Context: an optimization exercise on an open-source flow, tuned for small area, a short achievable clock period and few clock cycles. The choices shown serve that exercise and are no tape-out recipe.
Where RTL was checked, it was by simulation tests only, not by an equivalence proof against the original.
Function not checked in runs 1, 4 and 7: the RTL went through the layout flow alone.
Power is estimated from default activity; no workload was simulated.

**flow/config.mk**
```make
export PLATFORM = sky130hd
export DESIGN_NAME = frame_loader
export DESIGN_NICKNAME = frame_loader
export VERILOG_FILES = /design/flow/design.v
export SDC_FILE = /design/flow/constraint.sdc
export NUM_CORES = 4
export LEC_CHECK = 0
export CAP_MARGIN = 20
export CORE_AREA = 5 5 235 235
export DIE_AREA = 0 0 240 240
export SETUP_SLACK_MARGIN = 2.5
export SLEW_MARGIN = 20
export SYNTH_HIERARCHICAL = 1
export SYNTH_MINIMUM_KEEP_SIZE = 0
export BUFFER_PORTS_ARGS = -buffer_cell sky130_fd_sc_hd__buf_1
```
**flow/standard.sh**
```bash
#!/bin/bash
# synth_recipe.tcl (not shown) runs the flow's synth.tcl, then flattens the netlist and writes it again
# the make line also repeats each setting of config.mk as NAME=value (left out here)
make -C /OpenROAD-flow-scripts/flow DESIGN_CONFIG=/design/flow/config.mk WORK_HOME=/design/flow/orfs CLKGATE_MAP_FILE= SYNTH_SCRIPT=/design/flow/synth_recipe.tcl "${@:-finish}"
```
**flow/design.v**
```verilog
module frame_loader #(
    parameter int H_RES   = 640,
    parameter int V_RES   = 480,
    parameter int BPP     = 1,
    parameter int RAM_LAT = 1,
    parameter int ADDR_W  = 9,
    parameter int COORD_W = 11
) (
    input  logic           CLOCK_50,
    input  logic           reset_n,
    input  logic           start,
    input  logic           abort,
    input  logic           mirror,
    output logic           busy,
    output logic           done,
    output logic [ADDR_W-1:0]    read_addr,
    input  logic [H_RES*BPP-1:0] q,
    output logic [COORD_W-1:0]   pix_x,
    output logic [COORD_W-1:0]   pix_y,
    output logic [BPP-1:0]       pix_color,
    output logic                 pix_valid,
    input  logic                 pix_ready
);
    localparam int CW = 10;
    localparam int NC = 32;           
    localparam int NG = H_RES / NC;   
    localparam logic [CW-1:0]     X_LAST = H_RES - 1;
    localparam logic [ADDR_W-1:0] Y_LAST = V_RES - 1;
    localparam logic [CW-1:0]     PRE_FWD = '1;
    localparam logic [CW-1:0]     PRE_REV = H_RES;
    logic              busy_q, done_q, valid_q, wait_q, prime_q, mirror_q;
    logic [CW-1:0]     x_q;
    logic [ADDR_W-1:0] y_q;
    logic              color_q;
    logic [NG-1:0]     grp_n;
    logic          row_end, load;
    logic [CW-1:0] x_next;
    assign row_end = x_q == (mirror_q ? '0 : X_LAST);
    assign load    = busy_q && !abort && (valid_q ? (pix_ready && !row_end) : !prime_q);
    assign x_next  = mirror_q ? x_q - 1'b1 : x_q + 1'b1;
    logic [4:0]    c_lo;
    logic [NC-1:0] csel;
    logic [NG-1:0] grp_d;
    assign c_lo = mirror_q ? x_q[4:0] - (prime_q ? 5'd1 : 5'd2) : x_q[4:0] + (prime_q ? 5'd1 : 5'd2);
    always_comb
        for (int k = 0; k < NC; k++) csel[k] = c_lo == 5'(k);
    for (genvar j = 0; j < NG; j++) begin : g_grp
        fl_grp u (.d(q[NC*j +: NC]), .sel(csel), .y_n(grp_d[j]));
    end
    logic [NG-1:0] gsel;
    logic          pix_d;
    always_comb
        for (int j = 0; j < NG; j++) gsel[j] = x_next[9:5] == 5'(j);
    assign pix_d = |(~grp_n & gsel);
    always_ff @(posedge CLOCK_50 or negedge reset_n) begin
        if (!reset_n) begin
            busy_q  <= 1'b0;
            done_q  <= 1'b0;
            valid_q <= 1'b0;
            wait_q  <= 1'b0;
            prime_q <= 1'b0;
            y_q     <= '0;
        end else begin
            done_q <= 1'b0;
            if (!busy_q) begin
                if (start && !abort && !done_q) busy_q <= 1'b1;
                wait_q  <= 1'b0;
                prime_q <= 1'b1;
            end else if (abort) begin
                busy_q  <= 1'b0;
                valid_q <= 1'b0;
                y_q     <= '0;
            end else if (valid_q) begin
                if (pix_ready && row_end) begin
                    valid_q <= 1'b0;
                    if (y_q == Y_LAST) begin
                        busy_q <= 1'b0;
                        done_q <= 1'b1;
                        y_q    <= '0;
                    end else begin
                        wait_q  <= 1'b1;
                        prime_q <= 1'b1;
                        y_q     <= y_q + 1'b1;
                    end
                end
            end else if (wait_q) begin
                wait_q <= 1'b0;
            end else if (prime_q) begin
                prime_q <= 1'b0;
            end else begin
                valid_q <= 1'b1;
            end
        end
    end
    always_ff @(posedge CLOCK_50) begin
        if (!busy_q) begin
            mirror_q <= mirror;
            x_q      <= mirror ? PRE_REV : PRE_FWD;
        end else if (valid_q && pix_ready && !abort && row_end) begin
            x_q      <= mirror_q ? PRE_REV : PRE_FWD;
        end else if (load) begin
            x_q     <= x_next;
            color_q <= pix_d;
        end
    end
    always_ff @(posedge CLOCK_50)
        if (!valid_q || pix_ready) grp_n <= grp_d;
    assign busy      = busy_q;
    assign done      = done_q;
    assign read_addr = y_q;
    assign pix_x     = {{(COORD_W-CW){1'b0}}, x_q};
    assign pix_y     = {{(COORD_W-ADDR_W){1'b0}}, y_q};
    assign pix_color = color_q;
    assign pix_valid = valid_q;
endmodule
module fl_grp (
    input  logic [31:0] d,
    input  logic [31:0] sel,
    output logic        y_n
);
    assign y_n = !(|(d & sel));
endmodule
```
**flow/constraint.sdc**
```tcl
create_clock -name core_clock -period 5.0 [get_ports {CLOCK_50}]
set_input_delay 1.0000 -clock core_clock [delete_from_list [all_inputs] [get_ports {CLOCK_50}]]
set_output_delay 1.0000 -clock core_clock [all_outputs]
set_load 0.01 [all_outputs]
```
**flow/flow/run.sh**
```bash
#!/bin/bash
# The standard layout (standard.sh), with every port buffered by the smallest
# buffer, sky130_fd_sc_hd__buf_1, instead of the one buffer_ports picks, and
# any extra ORFS settings from flow/extra.mk.
set -euo pipefail
echo 'export BUFFER_PORTS_ARGS = -buffer_cell sky130_fd_sc_hd__buf_1' >> config.mk
if [[ -f flow/extra.mk ]]; then cat flow/extra.mk >> config.mk; fi
bash standard.sh > standard.log 2>&1
```
==> metrics.yaml, run 1 <==
portBuffers: 677
area_growth_pct: 113
cts_tree: "built"
crit_chain: "ha_4, fa_2, nor2b_1, o21ai_1, nand2b_1, buf_6, xnor2_4, nand3b_1, buf_6, buf_12, nor2_4, buf_8, a22oi_2, nand4_1, nor4_2"
drive_gt1_share_pct: 26.2
rsz0062_at_grt: "true"
finalCritPeriodShare_pct: 67.0
drc: 0
ys_types: 55
tightest_slew_ns: 0.806
maxClockFrequency_mhz: 298
whs_ns: 0.525
cp_slowest_cell: "dfrtp_2"
max_slew_margin_pct: 46.3
path_max_fanout: 8
dp_hpwl_um: 55000
synth_top_area_cell: "a22oi_1"
syn_inst: 720
critPathMaxStageDelay_ns: 0.49
p_per_area_nw_per_um2: 337
avgSynthCellArea_sq_um: 8.64
grt_antenna_before_repair: 45
finalHoldViolCount: 0
start_util_pct: 11.9
wl_per_cell_um: 31.9
ys_top_cells_by_area: "a22oi_1 (36%), edfxtp_1 (15%), nand4_1 (8.3%)"
leakage_uw: 0.00410
finalPower_uw: 4470
hp-start: "wait_q"
drt_iter0_drc: 1211
final_core_util_pct: 25.3
fp.dieW_um: 240
place.gp.congestion: 0.977
antenna_left: 0
nNetsFinal: 2265
grtUsageTotal_pct: 23.7
cts.clk_slew.worst_paths_ns: 0.08
arrival_ns: 3.50
worst_r2r_endpoint: "grp_n[3]"
setup_viol: 0
final_common_cell: "buf_1"
ys_seq_area_share_pct: 21.1
clock-root-buffer: "clkbuf_16"
irDropWorstVdd_mv: 0.162
finalWirelength_um: 74200
status: "no timing/DRC/antenna violations"
rr_worst_depth: 15
synthFlopType: "edfxtp_1"
vias_per_cell: 5.16
pin_count: 681
overflow: 0
crit-reg2reg-launch: "prime_q"
synth-seq-cells: 46
skew_ns: 0.00675
hold_class: "reg2reg"
synth_edf_count: 32
final_cell_mix: "buf_1 (677), a22oi_1 (261), buf_4 (104)"
core_area_sq_um: 52400
period_minus_slack_ns: 3.35
fin_tns_setup_ns: 0
vias: 12000
setup.worst_path.start_class: "flip-flop"
dieArea_sq_um: 57600
synth_top_area_share_pct: 36.3
cts_sinks: 46
crit_path_frequent_cell: "buf_6"
syn_area_sq_um: 6220
synth_warnings: 7
fp.dieH_um: 240
hold_depth: 2
hold_end: "wait_q"
report.final.slew_viol_count: 0
reg2reg_slack_ns: 1.65
required_ns: 5.15
hold_buffers: 0
grt_max_degree: 21
insertion_delay_ns: 0.33
rows: 84
first_global_vias: 11300
cp-end-kind: "flip-flop"
timing.max_cap.violations: 0
first_pass_iters: 6
cts_buffers: 5
crit_type: "reg2reg"
cts.path.max_buffers: 2
grt_pass1_wl_um: 93400
cts_max_level: 2
async_reset_ff_share_pct: 30.4
## final cells by class
type / instances / area, sq um
diodes: 29 / 72.6
clock buffers: 5 / 125
clock inverters: 3 / 25.0
fillers: 5734 / 39200
inverters: 12 / 47.5
multi-input cells: 663 / 5860
flip-flops and latches: 46 / 1310
well taps: 688 / 861
repair buffers: 878 / 4940
## metal layers
layer	GRT usage, %	wire length [um]	vias up
met5	0	94	-
met1	30.2	29100	5798
met4	8.25	3240	16
met3	7.27	7740	200
li1	-	-	5018
met2	38.0	34000	956
## cells in the mapped netlist, types with 11 or more instances
| cell | n |
|---|---|
| edfxtp_1 | 32 |
| inv_1 | 11 |
| nor4_2 | 20 |
| dfrtp_1 | 14 |
| ha_1 | 11 |
| a22oi_1 | 301 |
| nand4_1 | 83 |
| nor2_1 | 44 |
| a22oi_2 | 20 |
| o21ai_0 | 28 |
| nand2_1 | 19 |
| buf_4 | 12 |
## sequential cells by signal, summed over array words and instances (netlist names)
register / count
mirror_q: 1
grp_n: 20
color_q: 1
valid_q: 1
y_q: 9
wait_q: 1
busy_q: 1
x_q: 10
prime_q: 1
done_q: 1
## how the worst max path moves through the flow
stage / depth (start not counted) / startpoint / to
global placement: 10 / mirror_q / grp_n[2]
detailed placement: 10 / mirror_q / grp_n[2]
floorplan: 12 / x_q[0] / grp_n[0]
CTS: 14 / mirror_q / grp_n[2]
finish: 15 / prime_q / grp_n[3]
global route: 15 / prime_q / grp_n[3]
## modules after synthesis (local to each module, per instance)
| module | flip-flops and latches | area (sq um) | cells |
|---|---|---|---|
| frame_loader | 46 | 2970 | 300 |
| fl_grp | 0 | 163 | 21 |
## power breakdown
part           internal [uW]  leakage, uW  switching (uW)  total (uW)
combinational           1490      0.00353            1910        3400
sequential               588     0.000505            88.7         677
clock                    190    0.0000706             208         398
## cell families (layout without fill, tap and decap cells)
family | after synthesis | count (layout) | share of synthesized area, %
AO/OA/AOI/OAI | 383 | 383 | 47.0
AND/OR/NAND/NOR | 221 | 240 | 21.8
flip-flops | 46 | 46 | 21.1
buffers and inverters | 32 | 898 | 3.06
adder cells (fa/ha/maj) | 13 | 13 | 2.85
XOR/XNOR | 12 | 12 | 1.99
multiplexers | 12 | 12 | 2.17
other | 1 | 32 | 0.0603
## repair_timing
action / 4_1_cts / 5_1_grt
resized for setup: 91 / 112
gates cloned: 21 / 0
endpoints found under the setup margin: 56 / 54
setup buffers: 130 / 53
pin swaps: 72 / 97
hold endpoints to repair: 0 / 0
## critical path: cells and delay by family, from the launching register on
kind | cells | cell delay, ns
adder cells (fa/ha/maj) | 2 | 0.56
XOR/XNOR | 1 | 0.11
AND/OR/NAND/NOR | 6 | 1.24
AO/OA/AOI/OAI | 2 | 0.22
buffers and inverters | 4 | 0.52
flip-flops | 1 | 0.49
## stage by stage
stage / std cells / setup slack, ns / area (sq um)
final: 2324 / 1.65 / 13200
after detailed placement: 2083 / 0.910 / 9900
after floorplan: 722 / 2.09 / 6520
after CTS: 2242 / 1.70 / 12200
after global routing: 2308 / 1.56 / 13200
after global placement: 2083 / 0.917 / 9900
==> run 2: changes to the inputs <==
--- a/flow/design.v
+++ b/flow/design.v
@@ -38,12 +38,13 @@
     assign row_end = x_q == (mirror_q ? '0 : X_LAST);
     assign load    = busy_q && !abort && (valid_q ? (pix_ready && !row_end) : !prime_q);
     assign x_next  = mirror_q ? x_q - 1'b1 : x_q + 1'b1;
-    logic [4:0]    c_lo;
+    logic [4:0]    c_q;
+    logic          fill;
     logic [NC-1:0] csel;
     logic [NG-1:0] grp_d;
-    assign c_lo = mirror_q ? x_q[4:0] - (prime_q ? 5'd1 : 5'd2) : x_q[4:0] + (prime_q ? 5'd1 : 5'd2);
+    assign fill = load || (busy_q && !valid_q && prime_q && !wait_q);
     always_comb
-        for (int k = 0; k < NC; k++) csel[k] = c_lo == 5'(k);
+        for (int k = 0; k < NC; k++) csel[k] = c_q == 5'(k);
     for (genvar j = 0; j < NG; j++) begin : g_grp
         fl_grp u (.d(q[NC*j +: NC]), .sel(csel), .y_n(grp_d[j]));
     end
@@ -103,8 +104,14 @@
             color_q <= pix_d;
         end
     end
-    always_ff @(posedge CLOCK_50)
-        if (!valid_q || pix_ready) grp_n <= grp_d;
+    always_ff @(posedge CLOCK_50) begin
+        if (!busy_q || valid_q && pix_ready && row_end) begin
+            c_q <= (busy_q ? mirror_q : mirror) ? 5'(H_RES - 1) : 5'd0;
+        end else if (fill) begin
+            grp_n <= grp_d;
+            c_q   <= mirror_q ? c_q - 1'b1 : c_q + 1'b1;
+        end
+    end
     assign busy      = busy_q;
     assign done      = done_q;
     assign read_addr = y_q;
--- a/flow/config.mk
+++ b/flow/config.mk
@@ -8,7 +8,7 @@
 export CAP_MARGIN = 20
 export CORE_AREA = 5 5 235 235
 export DIE_AREA = 0 0 240 240
-export SETUP_SLACK_MARGIN = 2.5
+export SETUP_SLACK_MARGIN = 3.2
 export SLEW_MARGIN = 20
 export SYNTH_HIERARCHICAL = 1
 export SYNTH_MINIMUM_KEEP_SIZE = 0
==> metrics.yaml, run 2 <==
status: "no timing/DRC/antenna violations"
cts_sinks: 51
async_reset_ff_share_pct: 27.5
synthTopCellsByCount: "a22oi_1 (301), nand4_1 (82), nor2_1 (44)"
place_inst: 2086
cts.clk_slew.worst_paths_ns: 0.10
first_global_vias: 11900
area_growth_pct: 124
clock-root-buffer: "clkbuf_16"
maxClockFrequency_mhz: 355
nNetsFinal: 2309
pin_count: 681
drt_iter0_drc: 1376
p_per_area_nw_per_um2: 239
synth_top_area_share_pct: 35.4
largest_register_ffs: 20
vias: 12500
critPathMaxStageDelay_ns: 0.54
cp_slowest_cell: "mux4_2"
cts.path.max_buffers: 2
finalPower_uw: 3410
ys_seq_area_share_pct: 22.7
synthFlopType: "edfxtp_1"
setup_slack_ns: 2.18
rsz0062_at_grt: "true"
grt_antenna_before_repair: 32
fp.dieW_um: 240
wl_per_cell_um: 34.2
hold_depth: 1
finalWirelength_um: 80200
place_ws_ns: 1.93
largest_register: "grp_n"
place.gp.congestion: 0.959
fillCellCount: 5639
fin_tns_setup_ns: 0
synth_warnings: 7
drive_gt1_share_pct: 30.1
insertion_delay_ns: 0.34
whs_ns: 0.543
cts_buffers: 5
core_area_sq_um: 52400
synth_top_area_cell: "a22oi_1"
start_util_pct: 12.2
synth_edf_count: 36
grtUsageTotal_pct: 25.7
layoutNonFillerInstCount: 2346
dp_hpwl_um: 51100
tightest_slew_ns: 0.776
cts_max_level: 2
required_ns: 5.22
cp-end-kind: "flip-flop"
max_slew_margin_pct: 48.3
crit_type: "reg2reg"
first_pass_iters: 8
hold_buffers: 0
avgSynthCellArea_sq_um: 8.71
rr_worst_depth: 9
portBuffers: 677
skew_ns: 0.0141
final_common_cell: "buf_1"
final_cell_mix: "buf_1 (646), a22oi_1 (234), buf_4 (101)"
dieArea_sq_um: 57600
rows: 84
period_minus_slack_ns: 2.82
finalCritPeriodShare_pct: 56.4
syn_area_sq_um: 6380
setup_viol: 0
ys_top_cells_by_area: "a22oi_1 (35%), edfxtp_1 (17%), nand4_1 (8.0%)"
leakage_uw: 0.00449
cts_tree: "built"
irDropWorstVdd_mv: 0.158
grt_pass1_wl_um: 101000
fp.dieH_um: 240
ys_types: 62
hold_class: "reg2reg"
reg.largest.list: "grp_n (20), x_q (10), y_q (9)"
arrival_ns: 3.04
overflow: 0
syn_inst: 733
timing.max_cap.violations: 0
finalHoldViolCount: 0
path_max_fanout: 7
synth-seq-cells: 51
setup.worst_path.start_class: "flip-flop"
grt_max_degree: 18
antenna_left: 0
yosysMostFrequentCell: "a22oi_1"
vias_per_cell: 5.31
drc: 0
crit_chain: "ha_4, a21o_1, a2111oi_4, buf_4, xnor2_4, mux4_2, or3_1, o211ai_1, a22o_1"
report.final.slew_viol_count: 0
run 2: cell count changes after synthesis, moves of 4 or more:
| cell | before | now |
|---|---|---|
| nand2_1 | 19 | 29 |
| mux2i_1 | 9 | 2 |
| o21ai_0 | 28 | 22 |
| ha_1 | 11 | 16 |
| edfxtp_1 | 32 | 36 |
| nand2b_1 | 6 | 10 |
| nand3b_1 | 5 | 1 |
| o21ai_1 | 1 | 5 |
| xor2_1 | 5 | 9 |
run 2: modules after synthesis (local to each module, per instance):
module / cells / cell area, sq um / copies in the design
frame_loader: 313 / 3130 / 1
fl_grp: 21 / 163 / 20
run 2: critical path: cells and delay by family, from the launching register on:
kind                     cells  cell delay, ns
XOR/XNOR                     1            0.15
flip-flops                   1            0.46
adder cells (fa/ha/maj)      1            0.23
AND/OR/NAND/NOR              1            0.31
multiplexers                 1            0.54
buffers and inverters        1            0.20
AO/OA/AOI/OAI                4            0.80
run 2: through the flow:
stage	instance area, sq um	util (%)
6_report	14300	27.2
3_3_place_gp	10200	19.4
2_1_floorplan	6880	-
5_1_grt	14300	27.2
4_1_cts	13600	25.9
3_5_place_dp	10200	19.4
run 2: power by group:
part / internal [uW] / switching [uW]
clock network: 252 / 226
logic: 1020 / 1270
registers: 568 / 73.9
run 2: timing repair:
action,CTS,global route
endpoints found under the hold margin,0,0
resized for setup,214,61
pin swaps,144,55
setup buffers,167,34
cloned,38,2
endpoints found under the setup margin,118,118
run 2: routing by layer:
layer / global-route usage [%] / up-vias / part of all wire, %
li1: - / 5120 / -
met1: 33.5 / 5999 / 40
met2: 41.1 / 1079 / 45
met3: 7.34 / 242 / 10
met4: 8.60 / 18 / 4.8
met5: 0 / - / 0.16
run 2: cell families after synthesis:
| group | count (synthesis) | share of synthesized area [%] |
|---|---|---|
| AO/OA/AOI/OAI | 389 | 46.6 |
| AND/OR/NAND/NOR | 224 | 21.1 |
| flip-flops | 51 | 22.7 |
| buffers and inverters | 32 | 2.61 |
| adder cells (fa/ha/maj) | 17 | 3.45 |
| XOR/XNOR | 13 | 1.78 |
| multiplexers | 6 | 1.67 |
| other | 1 | 0.0588 |
run 2: final timing paths:
kind / from / endpoint / slack (ns)
worst max-delay path: mirror_q / color_q / 2.18
worst min-delay path: y_q[5] / y_q[5] / 0.54
worst max register to register: mirror_q / color_q / 2.18
worst min register to register: y_q[5] / y_q[5] / 0.54
max in group asynchronous: reset_n / busy_q / 3.73
min in group asynchronous: reset_n / y_q[1] / 0.71
run 2: final cells by class:
type | count | area [sq um] | area share (%)
clock buffers | 7 | 175 | 1.23
repair buffers | 892 | 5490 | 38.4
inverters | 10 | 47.5 | 0.333
clock inverters | 1 | 11.3 | 0.0789
diodes | 11 | 27.5 | 0.193
well taps | 688 | 861 | 6.03
multi-input cells | 686 | 6200 | 43.4
flip-flops and latches | 51 | 1470 | 10.3
Testbench counts of run 2, summed over its fixed seeds: cycles 4,938,256.
==> run 3: changes to the inputs <==
--- a/flow/config.mk
+++ b/flow/config.mk
@@ -8,7 +8,7 @@
 export CAP_MARGIN = 20
 export CORE_AREA = 5 5 235 235
 export DIE_AREA = 0 0 240 240
-export SETUP_SLACK_MARGIN = 3.2
+export SETUP_SLACK_MARGIN = 2.5
 export SLEW_MARGIN = 20
 export SYNTH_HIERARCHICAL = 1
 export SYNTH_MINIMUM_KEEP_SIZE = 0
==> metrics.yaml, run 3 <==
reg2reg_slack_ns: 2.23
setup_viol: 0
critPathTopFamily: "compound AO/OA/AOI/OAI gates"
ys_types: 62
vias_per_cell: 5.16
ys_top_cells_by_area: "a22oi_1 (35%), edfxtp_1 (17%), nand4_1 (8.0%)"
finalPower_uw: 2870
final_core_util_pct: 22.5
yosysMostFrequentCell: "a22oi_1"
arrival_ns: 2.96
syn_inst: 733
irDropWorstVdd_mv: 0.153
first_global_vias: 10900
crit_chain: "ha_1, a21o_1, a2111oi_4, xnor2_2, mux4_2, or3_1, o211ai_1, a22o_1"
grtUsageTotal_pct: 22.1
path_max_fanout: 5
combPwrFrac_pct: 64.5
finalWirelength_um: 69600
skew_ns: 0.0140
hold_buffers: 0
drive_gt1_share_pct: 16.6
grt_pass1_wl_um: 88000
hold_class: "reg2reg"
synth-seq-cells: 51
place.gp.congestion: 0.908
whs_ns: 0.583
nNetsFinal: 2177
p_seq_share_pct: 22.2
synth_top_area_cell: "a22oi_1"
synth_top_area_share_pct: 35.4
syn_area_sq_um: 6380
maxClockFrequency_mhz: 361
p_int_uw: 1500
critPathLaunch: "x_q[1]"
p_sw_uw: 1360
dieArea_sq_um: 57600
max_slew_margin_pct: 35.5
cp.depth: 8
setup.worst_path.start_class: "flip-flop"
reg.largest.list: "grp_n (20), x_q (10), y_q (9)"
fin_tns_setup_ns: 0
cts_max_level: 2
finalCritPeriodShare_pct: 55.4
critPathMaxStageDelay_ns: 0.53
worst_r2r_endpoint: "color_q"
vias: 11400
cts.path.max_buffers: 2
cts_sinks: 51
swShare_pct: 47.6
clock-root-buffer: "clkbuf_16"
final_common_cell: "buf_1"
synthTopCellsByCount: "a22oi_1 (301), nand4_1 (82), nor2_1 (44)"
synth_edf_count: 36
fp.dieW_um: 240
rr_worst_depth: 8
synthFlopType: "edfxtp_1"
cp-endpoint: "color_q"
core_area_sq_um: 52400
overflow: 0
cp-end-kind: "flip-flop"
crit_type: "reg2reg"
ys_seq_area_share_pct: 22.7
insertion_delay_ns: 0.31
clkPwrFrac_pct: 13.3
hold_depth: 1
cts.clk_slew.worst_paths_ns: 0.09
largest_register_ffs: 20
dp_hpwl_um: 49900
pin_count: 681
cts_tree: "built"
period_minus_slack_ns: 2.77
cts_buffers: 5
first_pass_iters: 7
rows: 84
drt_iter0_drc: 1135
stdcell_area_sq_um: 11800
avgSynthCellArea_sq_um: 8.71
postPlaceCellArea_sq_um: 10000
antenna_left: 0
status: "no timing/DRC/antenna violations"
fillCellCount: 5866
wl_per_cell_um: 31.5
cp_num_buf_inv: 0
fp.dieH_um: 240
start_util_pct: 12.2
drc: 0
synth_warnings: 7
tightest_slew_ns: 0.967
grt_antenna_before_repair: 19
p_per_area_nw_per_um2: 243
cp_slowest_cell: "mux4_2"
final_cell_mix: "buf_1 (677), a22oi_1 (288), nand4_1 (82)"
report.final.slew_viol_count: 0
crit-reg2reg-launch: "x_q[1]"
largest_register: "grp_n"
leakage_uw: 0.00349
portBuffers: 677
grt_max_degree: 21
finalHoldViolCount: 0
rsz0062_at_grt: "true"
area_growth_pct: 84.5
timing.max_cap.violations: 0
required_ns: 5.19
async_reset_ff_share_pct: 27.5
-- run 3: changes by cell type in the layout (fill, tap and decap cells not counted), moves of 7 or more --
cell and change:
o21ai_1 -16, buf_1 +31, o21ai_0 +18, buf_2 -7, buf_12 -46, buf_4 -36, dfrtp_1 +8, dfrtp_2 -7
buf_6 -42, a22oi_2 -54, nor2_4 -24, a22oi_1 +54
-- run 3: layout make-up --
class | instances | area, sq um | area share (%)
repair buffers | 778 | 3680 | 31.3
clock inverters | 3 | 26.3 | 0.223
inverters | 10 | 41.3 | 0.351
clock buffers | 5 | 125 | 1.06
flip-flops and latches | 51 | 1460 | 12.4
multi-input cells | 668 | 5560 | 47.2
diodes | 10 | 25.0 | 0.212
well taps | 688 | 861 | 7.31
-- run 3: metrics by stage --
| stage | cells | setup WS [ns] |
|---|---|---|
| 2_1_floorplan | 735 | 2.28 |
| 3_3_place_gp | 2095 | 1.98 |
| 3_5_place_dp | 2095 | 1.97 |
| 4_1_cts | 2167 | 2.24 |
| 5_1_grt | 2206 | 2.07 |
| 6_report | 2213 | 2.23 |
-- run 3: worst min-delay path by stage --
stage	slack [ns]	start	end
global route	0.60	wait_q	wait_q
finish	0.58	y_q[2]	y_q[2]
detailed placement	0.56	wait_q	wait_q
CTS	0.58	y_q[2]	y_q[2]
global placement	0.55	y_q[2]	y_q[2]
floorplan	0.54	wait_q	wait_q
-- run 3: power groups by stage --
stage	registers [uW]	logic, uW	clock network, uW
after floorplan	615	723	0
after detailed placement	664	1400	0
final	635	1850	381
after CTS	637	1720	393
after global placement	666	1400	0
after global routing	643	1970	409
-- run 3: modules after synthesis (local to each module, per instance) --
module	copies in the design	flops+latches	area (sq um)	cells
fl_grp	20	0	163	21
frame_loader	1	51	3130	313
-- run 3: worst reg2reg max path, cell delays in order (launching register included) --
cell       delay, ns
edfxtp_1        0.45
ha_1            0.31
a21o_1          0.20
a2111oi_4       0.38
xnor2_2         0.23
mux4_2          0.53
or3_1           0.31
o211ai_1        0.10
a22o_1          0.14
-- run 3: cells by family (layout without fill, tap and decap cells) --
family	after synthesis	count (layout)	synth area share, %
xor+xnor	13	13	1.78
simple gates	224	239	21.1
other cells	1	13	0.0588
buf+inv	32	796	2.61
mux	6	6	1.67
fa+ha+maj	17	17	3.45
flops	51	51	22.7
compound gates	389	390	46.6
-- run 3: what timing repair did --
action / in CTS / in global routing
setup endpoints to repair: 47 / 37
gates resized for setup: 81 / 28
cloned: 17 / 1
pin swaps: 42 / 35
setup buffers: 47 / 35
-- run 3: metal layers --
layer / GRT usage (%) / routed length, um / part of all wire, % / up-vias
li1: - / - / - / 4841
met1: 28.8 / 27600 / 40 / 5535
met2: 36.8 / 32400 / 47 / 900
met3: 4.81 / 6800 / 9.8 / 134
met4: 6.69 / 2770 / 4.0 / 8
met5: 0 / 49 / 0.070 / -
==> run 4: changes to the inputs <==
--- a/flow/design.v
+++ b/flow/design.v
@@ -43,15 +43,17 @@
     logic [NC-1:0] csel;
     logic [NG-1:0] grp_d;
     assign fill = load || (busy_q && !valid_q && prime_q && !wait_q);
-    always_comb
-        for (int k = 0; k < NC; k++) csel[k] = c_q == 5'(k);
+    fl_dec32 u_cdec (.a(c_q), .y(csel));
     for (genvar j = 0; j < NG; j++) begin : g_grp
         fl_grp u (.d(q[NC*j +: NC]), .sel(csel), .y_n(grp_d[j]));
     end
+    logic [4:0]    g_q;
+    logic [CW-1:0] x_next2;
     logic [NG-1:0] gsel;
     logic          pix_d;
+    assign x_next2 = mirror_q ? x_q - 2'd2 : x_q + 2'd2;
     always_comb
-        for (int j = 0; j < NG; j++) gsel[j] = x_next[9:5] == 5'(j);
+        for (int j = 0; j < NG; j++) gsel[j] = g_q == 5'(j);
     assign pix_d = |(~grp_n & gsel);
     always_ff @(posedge CLOCK_50 or negedge reset_n) begin
         if (!reset_n) begin
@@ -112,6 +114,12 @@
             c_q   <= mirror_q ? c_q - 1'b1 : c_q + 1'b1;
         end
     end
+    always_ff @(posedge CLOCK_50) begin
+        if (!busy_q || valid_q && pix_ready && row_end)
+            g_q <= (busy_q ? mirror_q : mirror) ? 5'(NG - 1) : 5'd0;
+        else if (load)
+            g_q <= x_next2[9:5];
+    end
     assign busy      = busy_q;
     assign done      = done_q;
     assign read_addr = y_q;
@@ -127,3 +135,10 @@
 );
     assign y_n = !(|(d & sel));
 endmodule
+module fl_dec32 (
+    input  logic [4:0]  a,
+    output logic [31:0] y
+);
+    always_comb
+        for (int k = 0; k < 32; k++) y[k] = a == 5'(k);
+endmodule
==> flow/flow/run.sh (replaced) <==
#!/bin/bash
# The standard layout (standard.sh) with two changes to how it is made:
# every port is buffered by the smallest buffer, sky130_fd_sc_hd__buf_1,
# instead of the one buffer_ports picks; and the q pins are placed in bit
# order (flow/io.tcl) so that each 32-bit group of the colour select sits
# together on one edge.
set -euo pipefail
echo 'export BUFFER_PORTS_ARGS = -buffer_cell sky130_fd_sc_hd__buf_1' >> config.mk
echo "export IO_CONSTRAINTS = $PWD/flow/io.tcl" >> config.mk
if [[ -f flow/extra.mk ]]; then cat flow/extra.mk >> config.mk; fi
bash standard.sh > standard.log 2>&1
==> flow/flow/io.tcl (new file) <==
# q pins in bit order, 160 to a side, so each 32-bit group of the colour
# select sits together on one edge
set sides {bottom right top left}
for {set s 0} {$s < 4} {incr s} {
  set names {}
  for {set i [expr {$s * 160}]} {$i < [expr {($s + 1) * 160}]} {incr i} {
    lappend names "q\[$i\]"
  }
  set_io_pin_constraint -region [lindex $sides $s]:* -pin_names $names -group -order
}
--- a/flow/config.mk
+++ b/flow/config.mk
@@ -8,8 +8,9 @@
 export CAP_MARGIN = 20
 export CORE_AREA = 5 5 235 235
 export DIE_AREA = 0 0 240 240
-export SETUP_SLACK_MARGIN = 2.5
+export SETUP_SLACK_MARGIN = 3.1
 export SLEW_MARGIN = 20
 export SYNTH_HIERARCHICAL = 1
 export SYNTH_MINIMUM_KEEP_SIZE = 0
 export BUFFER_PORTS_ARGS = -buffer_cell sky130_fd_sc_hd__buf_1
+export IO_CONSTRAINTS = /design/flow/flow/io.tcl
==> metrics.yaml, run 4 <==
status: "no timing/DRC/antenna violations"
cts_buffers: 5
synthFlopType: "edfxtp_1"
synth_top_area_share_pct: 34.0
p_sw_uw: 1720
path_max_fanout: 6
synthTopCellsByCount: "a22oi_1 (301), nand4_1 (82), nor2_1 (47)"
largest_register: "grp_n"
dp_hpwl_um: 41500
finalCritPeriodShare_pct: 49.1
first_global_vias: 11100
setup_viol: 0
grt-busiest-layer: "met2"
start_util_pct: 12.7
wl_per_cell_um: 31.3
clock-root-buffer: "clkbuf_16"
cts.clk_slew.worst_paths_ns: 0.09
insertion_delay_ns: 0.34
core_area_sq_um: 52400
hold_class: "reg2reg"
cts_max_level: 2
syn_inst: 746
drc: 0
hold_buffers: 0
met2_usage_pct: 32.2
finalHoldViolCount: 0
drt_iter0_drc: 1461
p_seq_share_pct: 20.0
crit_path_frequent_cell: "buf_6"
fin_tns_setup_ns: 0
grt_antenna_before_repair: 5
async_reset_ff_share_pct: 25.0
synth_top_area_cell: "a22oi_1"
place.gp.congestion: 0.899
report.final.slew_viol_count: 0
cts.path.max_buffers: 2
vias: 12600
synth-seq-cells: 56
arrival_ns: 2.51
first_pass_iters: 6
timing.max_cap.violations: 0
antenna_left: 0
crit_type: "reg2reg"
p_int_uw: 2010
vias_per_cell: 5.38
setup.worst_path.start_class: "flip-flop"
fp.dieH_um: 240
yosysMostFrequentCell: "a22oi_1"
grtUsageMet1_pct: 23.1
crit_chain: "buf_12, buf_6, ha_4, nand4bb_4, a211o_1, buf_6, a21boi_2, or3b_4, o21ai_4, buf_16"
portBuffers: 677
ys_top_cells_by_area: "a22oi_1 (34%), edfxtp_1 (19%), nand4_1 (7.7%)"
grt_max_degree: 21
cp_slowest_cell: "or3b_4"
area_growth_pct: 113
leakage_uw: 0.00455
irDropWorstVdd_mv: 0.147
synth_warnings: 8
final_cell_mix: "buf_1 (647), a22oi_1 (273), buf_4 (102)"
grtUsageTotal_pct: 20.2
largest_register_ffs: 20
combPwrFrac_pct: 68.5
syn_area_sq_um: 6650
final_common_cell: "buf_1"
grtUsageMet3_pct: 7.36
p_per_area_nw_per_um2: 263
reg.largest.list: "grp_n (20), x_q (10), y_q (9)"
cp-end-kind: "flip-flop"
finalPower_uw: 3730
period_minus_slack_ns: 2.46
maxClockFrequency_mhz: 407
cts_tree: "built"
dieArea_sq_um: 57600
required_ns: 5.05
tightest_slew_ns: 0.830
max_slew_margin_pct: 44.7
cts_sinks: 56
nNetsFinal: 2305
overflow: 0
synth_edf_count: 41
avgSynthCellArea_sq_um: 8.92
rsz0062_at_grt: "true"
skew_ns: 0.0112
finalWirelength_um: 73100
rows: 84
fp.dieW_um: 240
ys_types: 57
swShare_pct: 46.1
grt_pass1_wl_um: 81700
whs_ns: 0.618
pin_count: 681
critPathMaxStageDelay_ns: 0.43
drive_gt1_share_pct: 28.2
ys_seq_area_share_pct: 24.1
clkPwrFrac_pct: 11.5
-- run 4: cell families (layout without fill, tap and decap cells) --
family	after synthesis	in the layout	share of synthesized area, %
AOI/OAI and AO/OA	389	389	44.5
and+or+nand+nor	224	235	20.7
DFF	56	56	24.1
buffers and inverters	33	920	2.84
xor gates and xnor gates	20	20	2.63
adders and majority gates	14	14	2.86
muxes	9	9	2.33
other	1	6	0.0564
-- run 4: per-layer routing --
layer / share of wire [%] / vias to the layer above / wire length (um)
li1: - / 5087 / -
met4: 7.9 / 2 / 5760
met5: 0.049 / - / 36
met1: 35 / 5962 / 25700
met3: 12 / 271 / 8990
met2: 45 / 1246 / 32600
-- run 4: critical path: cells and delay by family (launching register included) --
kind	cells	cell delay (ns)
and+or+nand+nor	2	0.55
buffers and inverters	4	0.59
AOI/OAI and AO/OA	3	0.43
adders and majority gates	1	0.23
DFF	1	0.37
-- run 4: Yosys stat by module (local to each module, per instance) --
module / flops+latches / cells
fl_dec32: 0 / 47
frame_loader: 56 / 279
fl_grp: 0 / 21
-- run 4: through the flow --
step	area (sq um)	instances	util (%)	setup WS, ns
3_3_place_gp	10200	2091	19.5	2.15
4_1_cts	11400	2160	21.7	2.17
3_5_place_dp	10300	2092	19.6	2.13
6_report	14200	2337	27.0	2.54
2_1_floorplan	6920	748	-	2.63
5_1_grt	14200	2335	27.0	2.51
-- run 4: final cells by class --
type | count | area [sq um]
clock inverter | 3 | 28.8
clock buffer | 5 | 125
multi-input combinational | 670 | 5810
tap | 688 | 861
fill | 5532 | 38300
sequential | 56 | 1620
timing repair buffer | 904 | 5710
antenna | 3 | 7.51
inverter | 8 | 30.0
-- run 4: path summary, 6_finish.rpt --
path	from	endpoint	slack, ns	depth (start not counted)
worst min register to register	prime_q	prime_q	0.62	2
min in group asynchronous	reset_n	y_q[8]	0.74	1
max in group asynchronous	reset_n	busy_q	3.66	1
worst max-delay path	mirror_q	grp_n[4]	2.54	10
worst min-delay path	prime_q	prime_q	0.62	2
worst max register to register	mirror_q	grp_n[4]	2.54	10
-- run 4: power by group through the flow --
stage / logic, uW / clock network [uW] / registers, uW
final: 2550 / 430 / 745
after global routing: 2660 / 470 / 751
after CTS: 1830 / 452 / 747
after detailed placement: 1600 / 0 / 782
after global placement: 1600 / 0 / 783
after floorplan: 952 / 0 / 724
-- run 4: what timing repair did --
action / CTS / global route
pin swaps: 21 / 108
resized for setup: 127 / 116
setup buffers: 58 / 141
gates cloned: 2 / 13
endpoints found under the setup margin: 128 / 128
==> run 5: changes to the inputs <==
==> flow/design.v (replaced) <==
module frame_loader #(
    parameter int H_RES   = 640,
    parameter int V_RES   = 480,
    parameter int BPP     = 1,
    parameter int RAM_LAT = 1,
    parameter int ADDR_W  = 9,
    parameter int COORD_W = 11
) (
    input  logic           CLOCK_50,
    input  logic           reset_n,
    input  logic           start,
    input  logic           abort,
    input  logic           mirror,
    output logic           busy,
    output logic           done,
    output logic [ADDR_W-1:0]    read_addr,
    input  logic [H_RES*BPP-1:0] q,
    output logic [COORD_W-1:0]   pix_x,
    output logic [COORD_W-1:0]   pix_y,
    output logic [BPP-1:0]       pix_color,
    output logic                 pix_valid,
    input  logic                 pix_ready
);
    localparam int CW = 10;
    localparam int NC = 32;           
    localparam int NG = H_RES / NC;   
    localparam logic [CW-1:0]     X_LAST = H_RES - 1;
    localparam logic [ADDR_W-1:0] Y_LAST = V_RES - 1;
    localparam logic [CW-1:0]     PRE_FWD = '1;
    localparam logic [CW-1:0]     PRE_REV = H_RES;
    logic              busy_q, done_q, valid_q, wait_q, prime_q, first_q;
    logic [ADDR_W-1:0] y_q;
    logic              mirror_q, last_q, color_q;
    logic [CW-1:0]     x_q;
    logic [NG-1:0]     grp_n;
    logic [3:0]        lo_q;      
    logic [7:0]        hi_q;      
    logic [4:0]        g_q;       
    logic hs, row_start, step, fill, mir;
    assign hs        = valid_q && pix_ready;
    assign row_start = !busy_q || hs && last_q;    
    assign step      = first_q || hs && !last_q;   
    assign fill      = prime_q || step;            
    assign mir       = busy_q ? mirror_q : mirror;
    logic [CW-1:0] x_next, x_next2;
    assign x_next  = mirror_q ? x_q - 1'b1 : x_q + 1'b1;
    assign x_next2 = mirror_q ? x_q - 2'd2 : x_q + 2'd2;
    logic [NC-1:0] csel;
    logic [NG-1:0] grp_d;
    always_comb
        for (int k = 0; k < NC; k++) csel[k] = lo_q[k % 4] && hi_q[k / 4];
    for (genvar j = 0; j < NG; j++) begin : g_grp
        fl_grp u (.d(q[NC*j +: NC]), .sel(csel), .y_n(grp_d[j]));
    end
    logic [NG-1:0] gsel;
    logic          pix_d;
    always_comb
        for (int j = 0; j < NG; j++) gsel[j] = g_q == 5'(j);
    assign pix_d = |(~grp_n & gsel);
    always_ff @(posedge CLOCK_50 or negedge reset_n) begin
        if (!reset_n) begin
            busy_q  <= 1'b0;
            done_q  <= 1'b0;
            valid_q <= 1'b0;
            wait_q  <= 1'b0;
            prime_q <= 1'b0;
            first_q <= 1'b0;
            y_q     <= '0;
        end else begin
            done_q <= 1'b0;
            if (!busy_q) begin
                if (start && !abort && !done_q) busy_q <= 1'b1;
                prime_q <= 1'b1;
            end else if (abort) begin
                busy_q  <= 1'b0;
                valid_q <= 1'b0;
                wait_q  <= 1'b0;
                prime_q <= 1'b0;
                first_q <= 1'b0;
                y_q     <= '0;
            end else if (valid_q) begin
                if (pix_ready && last_q) begin
                    valid_q <= 1'b0;
                    if (y_q == Y_LAST) begin
                        busy_q <= 1'b0;
                        done_q <= 1'b1;
                        y_q    <= '0;
                    end else begin
                        wait_q <= 1'b1;
                        y_q    <= y_q + 1'b1;
                    end
                end
            end else if (wait_q) begin
                wait_q  <= 1'b0;
                prime_q <= 1'b1;
            end else if (prime_q) begin
                prime_q <= 1'b0;
                first_q <= 1'b1;
            end else if (first_q) begin
                first_q <= 1'b0;
                valid_q <= 1'b1;
            end
        end
    end
    always_ff @(posedge CLOCK_50) begin
        if (!busy_q) mirror_q <= mirror;
        if (row_start) begin
            x_q    <= mir ? PRE_REV : PRE_FWD;
            last_q <= 1'b0;
            g_q    <= mir ? 5'(NG - 1) : 5'd0;
        end else if (step) begin
            x_q     <= x_next;
            last_q  <= x_next == (mirror_q ? '0 : X_LAST);
            g_q     <= x_next2[9:5];
            color_q <= pix_d;
        end
        if (row_start) begin
            lo_q <= mir ? 4'b1000 : 4'b0001;
            hi_q <= mir ? 8'h80 : 8'h01;
        end else if (fill) begin
            lo_q <= mirror_q ? {lo_q[0], lo_q[3:1]} : {lo_q[2:0], lo_q[3]};
            if (mirror_q ? lo_q[0] : lo_q[3])
                hi_q <= mirror_q ? {hi_q[0], hi_q[7:1]} : {hi_q[6:0], hi_q[7]};
        end
        if (fill) grp_n <= grp_d;
    end
    assign busy      = busy_q;
    assign done      = done_q;
    assign read_addr = y_q;
    assign pix_x     = {{(COORD_W-CW){1'b0}}, x_q};
    assign pix_y     = {{(COORD_W-ADDR_W){1'b0}}, y_q};
    assign pix_color = color_q;
    assign pix_valid = valid_q;
endmodule
module fl_grp (
    input  logic [31:0] d,
    input  logic [31:0] sel,
    output logic        y_n
);
    assign y_n = !(|(d & sel));
endmodule
--- a/flow/config.mk
+++ b/flow/config.mk
@@ -8,7 +8,7 @@
 export CAP_MARGIN = 20
 export CORE_AREA = 5 5 235 235
 export DIE_AREA = 0 0 240 240
-export SETUP_SLACK_MARGIN = 3.1
+export SETUP_SLACK_MARGIN = 3.0
 export SLEW_MARGIN = 20
 export SYNTH_HIERARCHICAL = 1
 export SYNTH_MINIMUM_KEEP_SIZE = 0
==> metrics.yaml, run 5 <==
status: "no timing/DRC/antenna violations"
place_ws_ns: 2.32
async_reset_ff_share_pct: 23.1
nNetsFinal: 2213
overflow: 0
fp.dieH_um: 240
core_area_sq_um: 52400
cts.path.max_buffers: 2
setup.worst_path.start_class: "flip-flop"
postPlaceCellArea_sq_um: 10300
drc: 0
final_cell_mix: "buf_1 (664), a22oi_1 (299), nand4_1 (84)"
finalWirelength_um: 77500
hold_class: "reg2reg"
grt_antenna_before_repair: 17
dieArea_sq_um: 57600
required_ns: 4.00
max_slew_margin_pct: 43.1
cts_tree: "built"
swShare_pct: 47.1
finalHoldViolCount: 0
clkPwrFrac_pct: 18.1
largest_register: "grp_n"
report.final.slew_viol_count: 0
synth_warnings: 7
drive_gt1_share_pct: 18.3
portBuffers: 677
irDropWorstVdd_mv: 0.163
p_sw_uw: 1970
maxClockFrequency_mhz: 473
p_int_uw: 2210
ys_top_cells_by_area: "a22oi_1 (32%), edfxtp_1 (21%), nand4_1 (7.5%)"
cts_sinks: 65
syn_inst: 766
synthTopCellsByCount: "a22oi_1 (301), nand4_1 (84), edfxtp_1 (48)"
rsz0062_at_grt: "true"
fin_tns_setup_ns: 0
tightest_slew_ns: 0.853
path_max_fanout: 2
final_common_cell: "buf_1"
insertion_delay_ns: 0.37
stdcell_area_sq_um: 12400
leakage_uw: 0.00392
rows: 84
cts_max_level: 3
synth_top_area_cell: "a22oi_1"
place.gp.congestion: 0.864
setup_viol: 0
whs_ns: 0.584
first_global_vias: 11000
synthFlopType: "edfxtp_1"
antenna_left: 0
crit_type: "reg2out"
timing.max_cap.violations: 0
avgSynthCellArea_sq_um: 9.13
finalCritPeriodShare_pct: 42.2
synth_top_area_share_pct: 32.3
ys_seq_area_share_pct: 26.5
drt_iter0_drc: 1588
yosysMostFrequentCell: "a22oi_1"
synth_edf_count: 48
largest_register_ffs: 20
reg.largest.list: "grp_n (20), x_q (10), y_q (9)"
cts.clk_slew.worst_paths_ns: 0.06
vias_per_cell: 5.44
skew_ns: 0.0180
grt_pass1_wl_um: 88400
fp.dieW_um: 240
area_growth_pct: 76.6
cp-end-kind: "primary output"
first_pass_iters: 6
combPwrFrac_pct: 60.8
arrival_ns: 1.11
synth-seq-cells: 65
clock-root-buffer: "clkbuf_16"
pin_count: 681
dp_hpwl_um: 40300
vias: 12300
ys_types: 54
period_minus_slack_ns: 2.11
start_util_pct: 13.3
setup_slack_ns: 2.89
cts_buffers: 9
wl_per_cell_um: 34.4
syn_area_sq_um: 7000
p_seq_share_pct: 21.2
grt_max_degree: 24
p_per_area_nw_per_um2: 339
grtUsageTotal_pct: 22.5
run 5: kinds of logic after synthesis:
family,synth area share [%]
other cells,0.0536
mux,4.08
simple gates,20.9
xor+xnor,1.75
buf+inv,3.09
fa+ha+maj,1.90
compound gates,41.7
flops,26.5
run 5: worst max-delay path: stages, from the launching register on:
cell      delay (ns)
edfxtp_1        0.47
buf_6           0.16
buf_6           0.13
run 5: power by group through the flow:
stage          Combinational [uW]  Sequential (uW)  Clock [uW]
2_1_floorplan                 987              857           0
3_3_place_gp                 1690              935           0
3_5_place_dp                 1690              938           0
4_1_cts                      2120              889         779
5_1_grt                      2640              900         798
6_report                     2540              886         756
run 5: layout make-up:
cell class | instances | area (sq um)
diodes | 6 | 15.0
multi-input cells | 704 | 5660
well taps | 688 | 861
fillers | 5822 | 40100
clock inverters | 7 | 110
inverters | 9 | 50.0
flip-flops and latches | 65 | 1870
clock buffers | 9 | 225
repair buffers | 768 | 3560
run 5: layer usage:
| metal | vias up | GRT usage, % | wire length (um) |
|---|---|---|---|
| met4 | 6 | 11.6 | 4240 |
| met1 | 5876 | 27.8 | 28900 |
| li1 | 4978 | - | - |
| met3 | 210 | 8.98 | 10600 |
| met5 | - | 1.60 | 206 |
| met2 | 1209 | 33.7 | 33600 |
run 5: final timing paths:
path | slack [ns] | start | to | depth (start not counted)
setup / recovery | 2.89 | x_q[4] | pix_x[4] | 2
hold / removal | 0.58 | wait_q | wait_q | 2
setup reg to reg | 2.91 | mirror_q | last_q | 8
hold reg to reg | 0.58 | wait_q | wait_q | 2
max in group asynchronous | 3.65 | reset_n | busy_q | 1
min in group asynchronous | 0.73 | reset_n | y_q[8] | 1
run 5: repair_timing:
action | in CTS | in global routing
gates cloned | 22 | 17
pin swaps | 26 | 57
hold buffers | 0 | 0
setup buffers | 28 | 58
setup endpoints to repair | 87 | 61
resized for setup | 117 | 69
run 5: per-stage QoR:
step,cells,total power (uW),util (%)
finish,2256,4180,23.6
global route,2252,4340,23.5
CTS,2175,3790,21.7
detailed placement,2109,2630,19.6
global placement,2109,2630,19.6
floorplan,768,1840,-
run 5: per-module statistics from Yosys, one instance, submodules excluded:
| module | flops+latches | cells | copies in the design |
|---|---|---|---|
| fl_grp | 0 | 21 | 20 |
| frame_loader | 65 | 346 | 1 |
Testbench counts of run 5, summed over its fixed seeds: cycles 4,938,256.
==> run 6: changes to the inputs <==
--- a/flow/config.mk
+++ b/flow/config.mk
@@ -8,7 +8,7 @@
 export CAP_MARGIN = 20
 export CORE_AREA = 5 5 235 235
 export DIE_AREA = 0 0 240 240
-export SETUP_SLACK_MARGIN = 3.0
+export SETUP_SLACK_MARGIN = 2.7
 export SLEW_MARGIN = 20
 export SYNTH_HIERARCHICAL = 1
 export SYNTH_MINIMUM_KEEP_SIZE = 0
==> metrics.yaml, run 6 <==
status: "no timing/DRC/antenna violations"
rows: 84
tightest_slew_ns: 1.07
leakage_uw: 0.00328
path_max_fanout: 11
cts_buffers: 9
ys_seq_area_share_pct: 26.5
drc: 0
clock-root-buffer: "clkbuf_16"
synth_edf_count: 48
cts_sinks: 65
dp_hpwl_um: 44900
dieArea_sq_um: 57600
synth_top_area_cell: "a22oi_1"
crit_chain: "and2_2, buf_4, a22oi_1, nand4_1, nor4_4"
synth_top_area_share_pct: 32.3
area_growth_pct: 57.2
critPathMaxStageDelay_ns: 0.50
grtUsageTotal_pct: 19.4
first_pass_iters: 6
place_ws_ns: 2.18
grt_antenna_before_repair: 3
layoutNonFillerInstCount: 2157
rsz0062_at_grt: "true"
hold_depth: 2
cts_max_level: 3
syn_inst: 766
grt_pass1_wl_um: 79100
grt_max_degree: 30
ys_types: 54
synthFlopType: "edfxtp_1"
final_cell_mix: "buf_1 (677), a22oi_1 (301), nand4_1 (84)"
portBuffers: 677
whs_ns: 0.549
first_global_vias: 11000
timing.max_cap.violations: 0
report.final.slew_viol_count: 0
vias: 11300
antenna_left: 0
finalWirelength_um: 61600
finalHoldViolCount: 0
arrival_ns: 2.40
largest_register: "grp_n"
setup_viol: 0
ys_top_cells_by_area: "a22oi_1 (32%), edfxtp_1 (21%), nand4_1 (7.5%)"
synth-seq-cells: 65
place_inst: 2136
rr_worst_depth: 5
max_slew_margin_pct: 28.7
hold_class: "reg2reg"
syn_area_sq_um: 7000
drt_iter0_drc: 1388
largest_register_ffs: 20
nNetsFinal: 2119
overflow: 0
hold_buffers: 0
fp.dieW_um: 240
fin_tns_setup_ns: 0
fillCellCount: 5938
period_minus_slack_ns: 2.29
wl_per_cell_um: 28.5
setup.worst_path.start_class: "flip-flop"
maxClockFrequency_mhz: 437
finalCritPeriodShare_pct: 45.8
irDropWorstVdd_mv: 0.152
cp-end-kind: "flip-flop"
start_util_pct: 13.3
cts.path.max_buffers: 2
async_reset_ff_share_pct: 23.1
p_per_area_nw_per_um2: 313
cts.clk_slew.worst_paths_ns: 0.07
insertion_delay_ns: 0.35
place.gp.congestion: 0.892
drive_gt1_share_pct: 10.4
fp.dieH_um: 240
required_ns: 5.11
synthTopCellsByCount: "a22oi_1 (301), nand4_1 (84), edfxtp_1 (48)"
final_common_cell: "buf_1"
synth_warnings: 7
vias_per_cell: 5.24
avgSynthCellArea_sq_um: 9.13
core_area_sq_um: 52400
pin_count: 681
skew_ns: 0.0141
reg.largest.list: "grp_n (20), x_q (10), y_q (9)"
yosysMostFrequentCell: "a22oi_1"
cp_slowest_cell: "edfxtp_1"
crit_type: "reg2reg"
setup_slack_ns: 2.71
cts_tree: "built"
==> run 6: worst max-delay path, delay by kind of cell, from the launching register on <==
kind            cells  cell delay [ns]
flops               1             0.50
buf+inv             1             0.31
compound gates      1             0.23
simple gates        3             0.99
==> run 6: per-module statistics from Yosys (local to each module, per instance) <==
module / cells inside / flops+latches
fl_grp: 21 / 0
frame_loader: 346 / 65
==> run 6: where the power goes <==
group          switching (uW)  leakage (uW)  internal [uW]  total [uW]
logic                    1170       0.00241            707        1870
clock network             270      0.000146            391         660
registers                 149      0.000724            763         912
==> run 6: cell type report <==
class / count / area (sq um) / share of cell area (%)
antenna: 1 / 2.50 / 0.0228
clock buffer: 9 / 225 / 2.05
clock inverter: 7 / 77.6 / 0.705
inverter: 9 / 37.5 / 0.341
multi-input combinational: 667 / 5110 / 46.5
sequential: 65 / 1860 / 16.9
tap: 688 / 861 / 7.83
timing repair buffer: 710 / 2820 / 25.6
timing repair inverter: 1 / 7.51 / 0.0683
==> run 6: cell families (layout without fill, tap and decap cells) <==
group | Yosys count | count (layout) | share of synthesized area (%)
xor+xnor | 14 | 14 | 1.75
buf+inv | 36 | 736 | 3.09
fa+ha+maj | 10 | 10 | 1.90
mux | 21 | 21 | 4.08
flops | 65 | 65 | 26.5
compound gates | 387 | 387 | 41.7
simple gates | 232 | 232 | 20.9
other cells | 1 | 4 | 0.0536
==> run 6: routing by layer <==
| layer | routed length, um | track usage, % | vias to the layer above |
|---|---|---|---|
| met5 | 13 | 0 | - |
| met4 | 3280 | 9.13 | 2 |
| met3 | 7810 | 7.40 | 199 |
| met2 | 26700 | 29.5 | 1072 |
| met1 | 23800 | 24.4 | 5300 |
| li1 | - | - | 4735 |
==> run 6: worst paths after layout <==
| kind | startpoint | slack (ns) | end |
|---|---|---|---|
| min in group asynchronous | reset_n | 0.75 | wait_q |
| worst max-delay path | lo_q[3] | 2.71 | grp_n[5] |
| worst min-delay path | last_q | 0.55 | last_q |
| worst min register to register | last_q | 0.55 | last_q |
| max in group asynchronous | reset_n | 3.64 | busy_q |
| worst max register to register | lo_q[3] | 2.71 | grp_n[5] |
==> run 6: stage by stage <==
stage	area, sq um	total power [uW]	utilization, %
2_1_floorplan	7000	1840	-
3_3_place_gp	10500	2660	20.0
3_5_place_dp	10500	2660	20.0
4_1_cts	10900	3400	20.7
5_1_grt	11000	3630	21.0
6_report	11000	3450	21.0
==> run 6: timing repair <==
| action | in CTS | in global routing |
|---|---|---|
| setup buffers | 0 | 2 |
| resized for setup | 18 | 20 |
| pin swaps | 2 | 1 |
| gates cloned | 0 | 2 |
| endpoints found under the setup margin | 52 | 48 |
| endpoints found under the hold margin | 0 | 0 |
==> run 7: changes to the inputs <==
--- a/flow/design.v
+++ b/flow/design.v
@@ -37,14 +37,24 @@
     logic [7:0]        hi_q;      
     logic [4:0]        g_q;       
     logic hs, row_start, step, fill, mir;
+    logic pix_d;
     assign hs        = valid_q && pix_ready;
     assign row_start = !busy_q || hs && last_q;    
     assign step      = first_q || hs && !last_q;   
     assign fill      = prime_q || step;            
     assign mir       = busy_q ? mirror_q : mirror;
-    logic [CW-1:0] x_next, x_next2;
+    logic [CW-1:0] x_next, x_next2, x_step;
     assign x_next  = mirror_q ? x_q - 1'b1 : x_q + 1'b1;
     assign x_next2 = mirror_q ? x_q - 2'd2 : x_q + 2'd2;
+    logic [CW-1:0] x_d;
+    logic          color_d;
+    logic [CW-1:0] x_pre;
+    assign x_pre = mir ? PRE_REV : PRE_FWD;
+    for (genvar i = 0; i < CW; i++) begin : g_xmux
+        fl_mux u_step (.s(step), .a(x_next[i]), .b(x_q[i]), .y(x_step[i]));
+        fl_mux u_row (.s(row_start), .a(x_pre[i]), .b(x_step[i]), .y(x_d[i]));
+    end
+    fl_mux u_cmux (.s(step), .a(pix_d), .b(color_q), .y(color_d));
     logic [NC-1:0] csel;
     logic [NG-1:0] grp_d;
     always_comb
@@ -53,7 +63,6 @@
         fl_grp u (.d(q[NC*j +: NC]), .sel(csel), .y_n(grp_d[j]));
     end
     logic [NG-1:0] gsel;
-    logic          pix_d;
     always_comb
         for (int j = 0; j < NG; j++) gsel[j] = g_q == 5'(j);
     assign pix_d = |(~grp_n & gsel);
@@ -105,15 +114,14 @@
     always_ff @(posedge CLOCK_50) begin
         if (!busy_q) mirror_q <= mirror;
         if (row_start) begin
-            x_q    <= mir ? PRE_REV : PRE_FWD;
             last_q <= 1'b0;
             g_q    <= mir ? 5'(NG - 1) : 5'd0;
         end else if (step) begin
-            x_q     <= x_next;
             last_q  <= x_next == (mirror_q ? '0 : X_LAST);
             g_q     <= x_next2[9:5];
-            color_q <= pix_d;
         end
+        x_q     <= x_d;
+        color_q <= color_d;
         if (row_start) begin
             lo_q <= mir ? 4'b1000 : 4'b0001;
             hi_q <= mir ? 8'h80 : 8'h01;
@@ -139,3 +147,11 @@
 );
     assign y_n = !(|(d & sel));
 endmodule
+module fl_mux (
+    input  logic s,
+    input  logic a,
+    input  logic b,
+    output logic y
+);
+    assign y = s ? a : b;
+endmodule
--- a/flow/config.mk
+++ b/flow/config.mk
@@ -8,7 +8,7 @@
 export CAP_MARGIN = 20
 export CORE_AREA = 5 5 235 235
 export DIE_AREA = 0 0 240 240
-export SETUP_SLACK_MARGIN = 2.7
+export SETUP_SLACK_MARGIN = 3.0
 export SLEW_MARGIN = 20
 export SYNTH_HIERARCHICAL = 1
 export SYNTH_MINIMUM_KEEP_SIZE = 0
==> metrics.yaml, run 7 <==
first_global_vias: 10700
worst_r2r_endpoint: "last_q"
place.gp.congestion: 0.869
combPwrFrac_pct: 60.4
arrival_ns: 2.71
fp.dieW_um: 240
status: "no timing/DRC/antenna violations"
hold_end: "color_q"
largest_register_ffs: 20
finalWirelength_um: 68200
vias: 12000
crit_chain: "buf_8, ha_4, nand2_1, o21ai_2, a21oi_2, xnor2_2, or4_1, a2111o_1, a21oi_2"
maxClockFrequency_mhz: 412
insertion_delay_ns: 0.35
dp_hpwl_um: 38800
finalHoldViolCount: 0
cts_max_level: 3
critPathMaxStageDelay_ns: 0.53
final_core_util_pct: 22.5
ys_types: 52
rows: 84
drive_gt1_share_pct: 18.1
crit_type: "reg2reg"
timing.max_cap.violations: 0
cts.clk_slew.worst_paths_ns: 0.06
avgSynthCellArea_sq_um: 9.25
hold_buffers: 0
area_growth_pct: 67.9
ys_top_cells_by_area: "a22oi_1 (32%), edfxtp_1 (16%), nand4_1 (7.4%)"
reg.largest.list: "grp_n (20), x_q (10), y_q (9)"
path_max_fanout: 8
required_ns: 5.28
first_pass_iters: 8
final_common_cell: "buf_1"
p_per_area_nw_per_um2: 321
hp-start: "color_q"
crit-reg2reg-launch: "mirror_q"
synthTopCellsByCount: "a22oi_1 (300), nand4_1 (83), edfxtp_1 (37)"
synth_mux_area_share_pct: 8.42
p_seq_share_pct: 23.2
stdcell_area_sq_um: 11800
setup_viol: 0
max_slew_margin_pct: 42.7
synth_top_area_share_pct: 32.1
skew_ns: 0.00972
finalCritPeriodShare_pct: 48.5
overflow: 0
hold_class: "reg2reg"
synthXorXnorAreaFrac_pct: 1.73
final_cell_mix: "buf_1 (667), a22oi_1 (296), nand4_1 (83)"
ys_seq_area_share_pct: 24.9
leakage_uw: 0.00372
cts_buffers: 9
core_area_sq_um: 52400
drc: 0
synth_top_family_by_area: "compound AO/OA/AOI/OAI gates"
synth-seq-cells: 65
grt_pass1_wl_um: 78600
fin_tns_setup_ns: 0
report.final.slew_viol_count: 0
fillCellCount: 5841
swShare_pct: 46.4
antenna_left: 0
clock-root-buffer: "clkbuf_16"
yosys.area_share.simple_pct: 19.2
syn_area_sq_um: 7010
cts_sinks: 65
cts_tree: "built"
grt_antenna_before_repair: 12
postPlaceCellArea_sq_um: 10400
rr_worst_depth: 9
synthFlopType: "edfxtp_1"
drt_iter0_drc: 1555
grtUsageTotal_pct: 19.3
grt_max_degree: 24
p_int_uw: 2030
synth_warnings: 7
synthAdderAreaFrac_pct: 1.89
tightest_slew_ns: 0.859
setup_slack_ns: 2.57
pin_count: 681
wl_per_cell_um: 30.8
cts.path.max_buffers: 2
syn_inst: 758
multiInputGateArea_sq_um: 5770
p_sw_uw: 1750
period_minus_slack_ns: 2.43
fp.dieH_um: 240
cp_slowest_cell: "or4_1"
synth_top_area_cell: "a22oi_1"
dieArea_sq_um: 57600
async_reset_ff_share_pct: 23.1
synth_compound_area_share_pct: 41.0
yosysMostFrequentCell: "a22oi_1"
rsz0062_at_grt: "true"
reg2reg_slack_ns: 2.57
start_util_pct: 13.4
setup.worst_path.start_class: "flip-flop"
synth_edf_count: 37
portBuffers: 677
irDropWorstVdd_mv: 0.189
largest_register: "grp_n"
regArea_sq_um: 1780
nNetsFinal: 2169
cp-end-kind: "flip-flop"
vias_per_cell: 5.41
hold_depth: 1
crit_path_frequent_cell: "a21oi_2"
place_ws_ns: 2.24
clkPwrFrac_pct: 16.5
-- run 7: cell types whose count changed after synthesis, moves of 6 or more --
cell and change:
dfxtp_1 +11, edfxtp_1 -11, mux2_4 +21, nor2_1 -15, o21ai_1 -6
-- run 7: cell type report --
cell class / count / share of cell area, %
multi-input combinational: 695 / 49.0
timing repair buffer: 732 / 25.8
sequential: 65 / 15.1
tap: 688 / 7.31
clock buffer: 10 / 1.94
clock inverter: 6 / 0.383
inverter: 10 / 0.383
antenna: 5 / 0.106
-- run 7: worst max-delay path by stage --
stage / cells past startpoint / endpoint / slack (ns) / startpoint
final: 9 / last_q / 2.57 / mirror_q
after global routing: 9 / last_q / 2.45 / mirror_q
after CTS: 9 / last_q / 2.58 / mirror_q
after detailed placement: 6 / g_q[0] / 2.24 / pix_ready
after global placement: 8 / last_q / 2.32 / mirror_q
after floorplan: 8 / last_q / 2.73 / mirror_q
-- run 7: logic make-up (layout without fill, tap and decap cells) --
| logic type | count (synthesis) | count (layout) |
|---|---|---|
| adders and majority gates | 10 | 10 |
| and+or+nand+nor | 214 | 247 |
| buffers and inverters | 34 | 758 |
| muxes | 41 | 41 |
| other | 2 | 10 |
| DFF | 65 | 65 |
| AOI/OAI and AO/OA | 379 | 379 |
| xor gates and xnor gates | 13 | 13 |
-- run 7: per-module statistics from Yosys (local to each module, per instance) --
module	flip-flops and latches	area (sq um)	times used
fl_grp	0	163	20
fl_mux	0	15.0	21
frame_loader	65	3450	1
-- run 7: through the flow --
stage / hold slack (ns) / instances / total power, uW
6_report: 0.483 / 2211 / 3780
5_1_grt: 0.508 / 2206 / 3940
3_3_place_gp: 0.475 / 2102 / 2690
3_5_place_dp: 0.479 / 2102 / 2690
4_1_cts: 0.488 / 2147 / 3520
2_1_floorplan: 0.468 / 761 / 1910
-- run 7: layer usage --
layer / routed length, um / global-route usage, % / up-vias
met5: 0 / 0 / -
met4: 3780 / 11.0 / 0
met3: 8580 / 6.92 / 222
met2: 29700 / 31.4 / 1182
met1: 26100 / 21.9 / 5700
li1: - / - / 4856
-- run 7: critical path: cells and delay by family (launching register included) --
family	cells	cell delay, ns
simple gates	2	0.60
flops	1	0.40
compound gates	4	0.76
buf+inv	1	0.15
fa+ha+maj	1	0.29
xor+xnor	1	0.15
-- run 7: repair_timing --
item                                    in CTS  in global routing
pin swaps                                   18                 39
setup buffers                               25                 30
gates cloned                                 4                 29
endpoints found under the setup margin      71                 70
gates resized for setup                     78                 51
-- run 7: power groups by stage --
stage                     Combinational [uW]  Clock (uW)  Sequential [uW]
after CTS                               1970         648              894
after detailed placement                1760           0              929
after global routing                    2380         665              896
after global placement                  1760           0              933
final                                   2280         623              877
after floorplan                         1060           0              853

-- what the ideal ports hide --
How much do the figures lean on ideal ports? The routed layouts below were timed once more, with nothing changed but the port constraints.
Step 1 (the two cells are an assumption about what drives the block):
set clk [get_ports {CLOCK_50}]
set_driving_cell -lib_cell sky130_fd_sc_hd__clkbuf_16 $clk
set_driving_cell -lib_cell sky130_fd_sc_hd__buf_2 [delete_from_list [all_inputs] $clk]
Step 2 moves the port delays by t, midway between the first and last clock arrival at a register: inputs arrive t later, outputs are due t later. That takes back most of the time a late clock gives input paths.
a / b / c = ideal ports / drivers / drivers and shift; a / b = the first two.
run | t, ns | slack for setup (ns) | slew at the worst register clock pin (ns)
run 1 | 0.378 | 1.648 / 1.648 / 1.648 | 0.08 / 0.08
run 2 | 0.387 | 2.181 / 2.181 / 2.181 | 0.10 / 0.10
run 3 | 0.357 | 2.229 / 2.229 / 2.229 | 0.09 / 0.09
run 4 | 0.396 | 2.545 / 2.545 / 2.202 | 0.10 / 0.10
run 5 | 0.403 | 2.888 / 2.842 / 2.662 | 0.08 / 0.08
run 6 | 0.394 | 2.711 / 2.711 / 2.402 | 0.07 / 0.07
run 7 | 0.391 | 2.573 / 2.573 / 2.573 | 0.07 / 0.07
After both steps every run listed still meets setup and hold. The setup slack of run 4, which loses most, moves by 0.000 ns with the drivers and by -0.343 ns with both steps.
